Source: an optimization exercise on an open RTL-to-GDS flow (aim: small area and a short achievable clock period). Production flows keep margins and buffers that such runs may drop.
Where RTL was checked, it was by simulation tests only, not by an equivalence proof against the original.
Power is estimated from default activity; no workload was simulated.

// trace_top
module trace_top (
  input  logic       fe_clk,
  input  logic       reset,
  input  logic [7:0] reg_addr,
  input  logic [7:0] reg_wdata,
  input  logic       reg_write,
  input  logic       reg_read,
  output logic [7:0] reg_rdata,
  input  logic [7:0] trace_data,
  input  logic       trace_valid,
  output logic       capturing,
  output logic       trig_out
);
Size: ~1100 cells after synthesis, ~410 flip-flops, ~17000 um^2 of cells after synthesis.
make LEC_CHECK=0 CAP_MARGIN=20 CORE_MARGIN=2 CORE_UTILIZATION=40 SETUP_SLACK_MARGIN=1.9 SLEW_MARGIN=20 finish   # period 4.0 ns
run.sh (not shown) runs the stock make flow with config.mk's settings and CLKGATE_MAP_FILE= SYNTH_SCRIPT=/design/flow/synth_recipe.tcl, a recipe that flattens the netlist after the stock synthesis.
The baseline finished clean.
==> next run, changes <==
--- a/flow/config.mk
+++ b/flow/config.mk
@@ -9,4 +9,4 @@
 export CORE_MARGIN = 2
 export CORE_UTILIZATION = 40
-export SETUP_SLACK_MARGIN = 1.9
+export SETUP_SLACK_MARGIN = 1.5
 export SLEW_MARGIN = 20
Outcome: The new run passed the timing, DRC and antenna checks. Fmax went down by a few percent. Total power went down slightly. Die area stays the same. First-iteration DRC count went down by roughly a tenth. Via count went down by a few percent. Area after synthesis stays the same.
No functional check of the RTL was part of any run of this note.

* * *

The RTL this note starts from:
==> flow/design.v <==
`default_nettype none
package trace_pkg;
  localparam int num_rules       = 2;
  localparam int buf_bytes       = 4;
  localparam int buf_width       = buf_bytes * 8;
  localparam int fifo_depth      = 16;
  localparam int fifo_addr_width = 4;
  typedef struct packed {
    logic [15-num_rules-8:0] pad;    
    logic [num_rules-1:0]    rules;
    logic [7:0]              stamp;
  } event_t;
  localparam logic [7:0] reg_ctrl         = 8'h00;
  localparam logic [7:0] reg_rule_en      = 8'h01;
  localparam logic [7:0] reg_trig_en      = 8'h02;
  localparam logic [7:0] reg_trig_delay   = 8'h03;
  localparam logic [7:0] reg_trig_width   = 8'h04;
  localparam logic [7:0] reg_status       = 8'h05;
  localparam logic [7:0] reg_fifo_lo      = 8'h06;
  localparam logic [7:0] reg_fifo_hi      = 8'h07;
  localparam logic [7:0] reg_count0       = 8'h08;
  localparam logic [7:0] reg_count1       = 8'h09;
  localparam logic [7:0] reg_pattern_base = 8'h10;    
  localparam logic [7:0] reg_mask_base    = 8'h20;    
  localparam logic [1:0] trig_idle  = 2'd0;
  localparam logic [1:0] trig_wait  = 2'd1;
  localparam logic [1:0] trig_pulse = 2'd2;
endpackage
`default_nettype wire
`timescale 1ns/1ps
`default_nettype none
module trace_top (
  input  logic       fe_clk,
  input  logic       reset,
  input  logic [7:0] reg_addr,
  input  logic [7:0] reg_wdata,
  input  logic       reg_write,
  input  logic       reg_read,
  output logic [7:0] reg_rdata,
  input  logic [7:0] trace_data,
  input  logic       trace_valid,
  output logic       capturing,
  output logic       trig_out
);
  function automatic [7:0] inc8(input [7:0] q, input en);
    integer i;
    for (i = 0; i < 8; i = i + 1)
      inc8[i] = q[i] ^ (en & (&(q | ~((8'd1 << i) - 8'd1))));
  endfunction
  function automatic [7:0] dec8(input [7:0] q);
    integer i;
    for (i = 0; i < 8; i = i + 1)
      dec8[i] = q[i] ^ (&(~q | ~((8'd1 << i) - 8'd1)));
  endfunction
  function automatic [3:0] inc4(input [3:0] q, input en);
    integer i;
    for (i = 0; i < 4; i = i + 1)
      inc4[i] = q[i] ^ (en & (&(q | ~((4'd1 << i) - 4'd1))));
  endfunction
  logic page0;
  logic hi0, hi1, hi2, hi4;    
  assign page0 = (reg_addr[7:6] == 2'b00);
  assign hi0   = (reg_addr[7:3] == 5'b00000);
  assign hi1   = (reg_addr[7:3] == 5'b00001);
  assign hi2   = (reg_addr[7:3] == 5'b00010);
  assign hi4   = (reg_addr[7:3] == 5'b00100);
  logic [7:0] lo;              
  always_comb
    for (int i = 0; i < 8; i++)
      lo[i] = (reg_addr[2:0] == i[2:0]);
  logic [7:0] wd;
  assign wd = reg_wdata & {8{~reset}};
  logic wr0, wrp, wrm;
  assign wr0 = reg_write & hi0;
  assign wrp = reg_write & hi2;
  assign wrm = reg_write & hi4;
  logic [31:0] pat0, pat1, msk0, msk1;
  logic [1:0]  rule_en, trig_en;
  logic [7:0]  trig_delay, trig_width;
  logic        armed, arm_pulse;
  always_ff @(posedge fe_clk) begin
    for (int b = 0; b < 4; b++) begin
      if (reset | (wrp & lo[b]))     pat0[8*b +: 8] <= wd;
      if (reset | (wrp & lo[b+4]))   pat1[8*b +: 8] <= wd;
      if (reset | (wrm & lo[b]))     msk0[8*b +: 8] <= wd;
      if (reset | (wrm & lo[b+4]))   msk1[8*b +: 8] <= wd;
    end
    if (reset | (wr0 & lo[0])) armed      <= wd[0];
    if (reset | (wr0 & lo[1])) rule_en    <= wd[1:0];
    if (reset | (wr0 & lo[2])) trig_en    <= wd[1:0];
    if (reset | (wr0 & lo[3])) trig_delay <= wd;
    if (reset | (wr0 & lo[4])) trig_width <= wd;
    arm_pulse <= wr0 & lo[0] & wd[0];
  end
  assign capturing = armed;
  localparam logic [31:0] INV = 32'hff00ff00;
  logic [31:0] tbq, tbuf;      
  logic        byte_seen;
  logic [1:0]  match, hit;
  assign tbuf = tbq ^ INV;
  always_ff @(posedge fe_clk) begin
    if (reset | trace_valid)
      tbq <= ({tbuf[23:0], trace_data} & {32{~reset}}) ^ INV;
    byte_seen <= trace_valid & ~reset;
    match     <= hit & {2{byte_seen & ~reset}};
  end
  assign hit[0] = rule_en[0] & ~|((tbuf ^ pat0) & msk0);
  assign hit[1] = rule_en[1] & ~|((tbuf ^ pat1) & msk1);
  logic [7:0] cnt0, cnt1;
  always_ff @(posedge fe_clk) begin
    cnt0 <= inc8(cnt0, match[0] & ~&cnt0) & {8{~reset}};
    cnt1 <= inc8(cnt1, match[1] & ~&cnt1) & {8{~reset}};
  end
  logic [7:0] stamp;
  always_ff @(posedge fe_clk)
    stamp <= inc8(stamp, byte_seen) & {8{~(reset | arm_pulse)}};
  logic       ev_write;
  logic [1:0] ev_rules;
  logic [7:0] ev_stamp;
  always_ff @(posedge fe_clk) begin
    ev_write <= armed & (|match) & ~reset;
    ev_rules <= match;
    ev_stamp <= stamp;
  end
  logic [9:0]  mem [16];
  logic [3:0]  wp;
  logic [15:0] rsel;           
  logic [15:0] wdec;           
  logic        empty, full, ovf;
  logic        pop, push;
  logic [9:0]  head;
  always_comb begin
    head = '0;
    for (int i = 0; i < 16; i++) begin
      wdec[i] = (wp == i[3:0]);
      head    = head | ({10{rsel[i]}} & mem[i]);
    end
  end
  assign push = ev_write & ~full;
  assign pop  = reg_read & hi0 & lo[7] & ~empty;
  always_ff @(posedge fe_clk) begin
    for (int i = 0; i < 16; i++)
      if (push & wdec[i])
        mem[i] <= {ev_rules, ev_stamp};
  end
  logic wp1_eq_rp, rp1_eq_wp;
  assign wp1_eq_rp = |({wdec[14:0], wdec[15]} & rsel);
  assign rp1_eq_wp = |({rsel[14:0], rsel[15]} & wdec);
  always_ff @(posedge fe_clk) begin
    if (reset | pop)
      rsel <= reset ? 16'h0001 : {rsel[14:0], rsel[15]};
    wp    <= inc4(wp, push) & {4{~reset}};
    full  <= ~reset & (full ? ~pop : (push & ~pop & wp1_eq_rp));
    empty <= reset | (empty ? ~push : (pop & ~push & rp1_eq_wp));
    ovf   <= ((ev_write & full) | (ovf & ~arm_pulse)) & ~reset;
  end
  logic       busy;
  logic [7:0] tcnt;
  logic       start, tcnt_zero, tcnt_le1;
  assign start     = ~busy & armed & |(match & trig_en);
  assign tcnt_zero = (tcnt == 8'h00);
  assign tcnt_le1  = (tcnt[7:1] == 7'h00);
  always_ff @(posedge fe_clk) begin
    if (reset) begin
      busy     <= 1'b0;
      trig_out <= 1'b0;
    end else if (!busy) begin
      busy <= start;
    end else if (!trig_out) begin
      if (tcnt_zero) trig_out <= 1'b1;
    end else if (tcnt_le1) begin
      busy     <= 1'b0;
      trig_out <= 1'b0;
    end
  end
  always_ff @(posedge fe_clk) begin
    if (!busy)
      tcnt <= trig_delay;
    else if (!trig_out && tcnt_zero)
      tcnt <= trig_width;
    else
      tcnt <= dec8(tcnt);
  end
  logic [7:0] rd_value, rd_sel;
  always_comb begin
    case (reg_addr[5:0])
      6'h00: rd_sel = {7'b0, armed};
      6'h01: rd_sel = {6'b0, rule_en};
      6'h02: rd_sel = {6'b0, trig_en};
      6'h03: rd_sel = trig_delay;
      6'h04: rd_sel = trig_width;
      6'h05: rd_sel = {4'b0, busy, ovf, full, empty};
      6'h06: rd_sel = empty ? 8'h00 : head[7:0];
      6'h07: rd_sel = empty ? 8'h00 : {6'b0, head[9:8]};
      6'h08: rd_sel = cnt0;
      6'h09: rd_sel = cnt1;
      6'h10: rd_sel = pat0[7:0];
      6'h11: rd_sel = pat0[15:8];
      6'h12: rd_sel = pat0[23:16];
      6'h13: rd_sel = pat0[31:24];
      6'h14: rd_sel = pat1[7:0];
      6'h15: rd_sel = pat1[15:8];
      6'h16: rd_sel = pat1[23:16];
      6'h17: rd_sel = pat1[31:24];
      6'h20: rd_sel = msk0[7:0];
      6'h21: rd_sel = msk0[15:8];
      6'h22: rd_sel = msk0[23:16];
      6'h23: rd_sel = msk0[31:24];
      6'h24: rd_sel = msk1[7:0];
      6'h25: rd_sel = msk1[15:8];
      6'h26: rd_sel = msk1[23:16];
      6'h27: rd_sel = msk1[31:24];
      default: rd_sel = 8'h00;
    endcase
    rd_value = rd_sel & {8{page0 & ~reset}};
  end
  always_ff @(posedge fe_clk) begin
    if (reset | reg_read)
      reg_rdata <= rd_value;
  end
endmodule
`default_nettype wire
export LEC_CHECK = 0
export CAP_MARGIN = 20
export CORE_MARGIN = 2
export CORE_UTILIZATION = 60
export CTS_BUF_LIST = sky130_fd_sc_hd__clkbuf_16
export CTS_CLUSTER_DIAMETER = 80
export CTS_CLUSTER_SIZE = 25
export SETUP_SLACK_MARGIN = 2.3
export SLEW_MARGIN = 20
create_clock -name core_clock -period 4.0 [get_ports {fe_clk}]
standard.sh (not shown) runs the stock make flow with config.mk's settings and CLKGATE_MAP_FILE= SYNTH_SCRIPT=/design/flow/synth_recipe.tcl, a recipe that flattens the netlist after the stock synthesis.
==> flow/flow/run.sh <==
#!/bin/bash
# Standard layout, with the port buffers made from buf_4 cells instead of
# the resizer's default pick.
set -euo pipefail
export BUFFER_PORTS_ARGS="-buffer_cell sky130_fd_sc_hd__buf_4"
bash standard.sh > standard.log 2>&1
==> next run, changes <==
--- a/flow/config.mk
+++ b/flow/config.mk
@@ -13,3 +13,3 @@
 export CTS_CLUSTER_SIZE = 25
-export SETUP_SLACK_MARGIN = 2.3
+export SETUP_SLACK_MARGIN = 1.9
 export SLEW_MARGIN = 20
Sequential power hardly moves.
Clock skew stays flat.
Combinational power came out lower by 19%.
Final area came out lower by 7.9%.
Worst hold slack got worse by 0.0098 ns.
Maximum frequency fell by 1.5%.
==> next run, changes <==
--- a/flow/config.mk
+++ b/flow/config.mk
@@ -13,3 +13,4 @@
 export CTS_CLUSTER_SIZE = 25
-export SETUP_SLACK_MARGIN = 1.9
+export PLACE_DENSITY = 0.7
+export SETUP_SLACK_MARGIN = 2.2
 export SLEW_MARGIN = 20
After rerunning: The changed run completed without violations; critical path depth fell by 1; register-to-register slack improved by 0.04 ns; die area does not change; worst setup slack improved by 0.066 ns; wire length rose by 4.1%; maximum frequency rose by 3.2%; sequential power barely changes; final cell count rose by 2.2%; area after synthesis stays the same; worst hold slack stays flat; cell area rose by 5.4%.
==> next run, changes <==
--- a/flow/config.mk
+++ b/flow/config.mk
@@ -13,4 +13,3 @@
 export CTS_CLUSTER_SIZE = 25
-export PLACE_DENSITY = 0.7
-export SETUP_SLACK_MARGIN = 2.2
+export SETUP_SLACK_MARGIN = 2.0
 export SLEW_MARGIN = 20
=> Global-route usage decreases by 0.48 points; synthesized area does not change; routed wire length decreases slightly; non-clock buffer count decreases by 10; via count decreases by a few percent; power decreases slightly; worst hold slack gets better by 0.0077 ns; design area decreases by a few percent.
==> next run, changes <==
==> flow/run.sh (new file) <==
#!/bin/bash
# synth_recipe.tcl (not shown) runs the flow's synth.tcl, then flattens the netlist and writes it again
# the make line also repeats each setting of config.mk as NAME=value (left out here)
make -C /OpenROAD-flow-scripts/flow DESIGN_CONFIG=/design/flow/config.mk WORK_HOME=/design/flow/orfs CLKGATE_MAP_FILE= SYNTH_SCRIPT=/design/flow/synth_recipe.tcl finish
--- a/flow/config.mk
+++ b/flow/config.mk
@@ -13,3 +13,3 @@
 export CTS_CLUSTER_SIZE = 25
-export SETUP_SLACK_MARGIN = 2.0
+export SETUP_SLACK_MARGIN = 2.1
 export SLEW_MARGIN = 20
removed: flow/flow/run.sh
removed: flow/standard.sh
Effect: The new run finished clean; utilization rose by 1.5 points; non-clock buffer count goes up by 7; sequential share of layout area came out lower by 1.2 points; clock-buffer cell count went up by 1; worst hold slack got worse by 0.0085 ns.

## port drivers added, routing unchanged
Ports are ideal in the flow. The routed layouts listed here were re-timed in OpenROAD.
Step 1, drivers: a clkbuf_16 drives fe_clk and a buf_2 each remaining input, both assumed.
Step 2 moves the port delays by t, midway between the first and last clock arrival at a register: inputs arrive t later, outputs are due t later. That takes back most of the time a late clock gives input paths.
a / b / c = ideal / step 1 / step 2; a / b = the first two.
run	shift t [ns]	slack for setup (ns)	hold slack, ns	worst setup path after step 2	pins driven straight from the clock port
the first run of note 1	0.623	1.608 / 1.594 / 0.972	0.367 / 0.367 / 0.367	input to register	1
the second run of note 1	0.604	1.452 / 1.421 / 0.817	0.361 / 0.361 / 0.361	input to register	1
the first run of note 2	0.601	1.878 / 1.878 / 1.314	0.365 / 0.365 / 0.365	input to register	1
the second run of note 2	0.601	1.845 / 1.868 / 1.268	0.355 / 0.355 / 0.355	input to register	1
the third run of note 2	0.601	1.912 / 1.886 / 1.444	0.357 / 0.357 / 0.357	input to register	1
the fourth run of note 2	0.591	1.857 / 1.857 / 1.374	0.365 / 0.365 / 0.365	input to register	1
the fifth run of note 2	0.601	1.842 / 1.842 / 1.430	0.356 / 0.356 / 0.356	input to register	1
After both steps setup and hold are still met in every run listed. The setup slack of the first run of note 1, which loses most, moves by -0.014 ns with the drivers and by -0.636 ns with both steps.
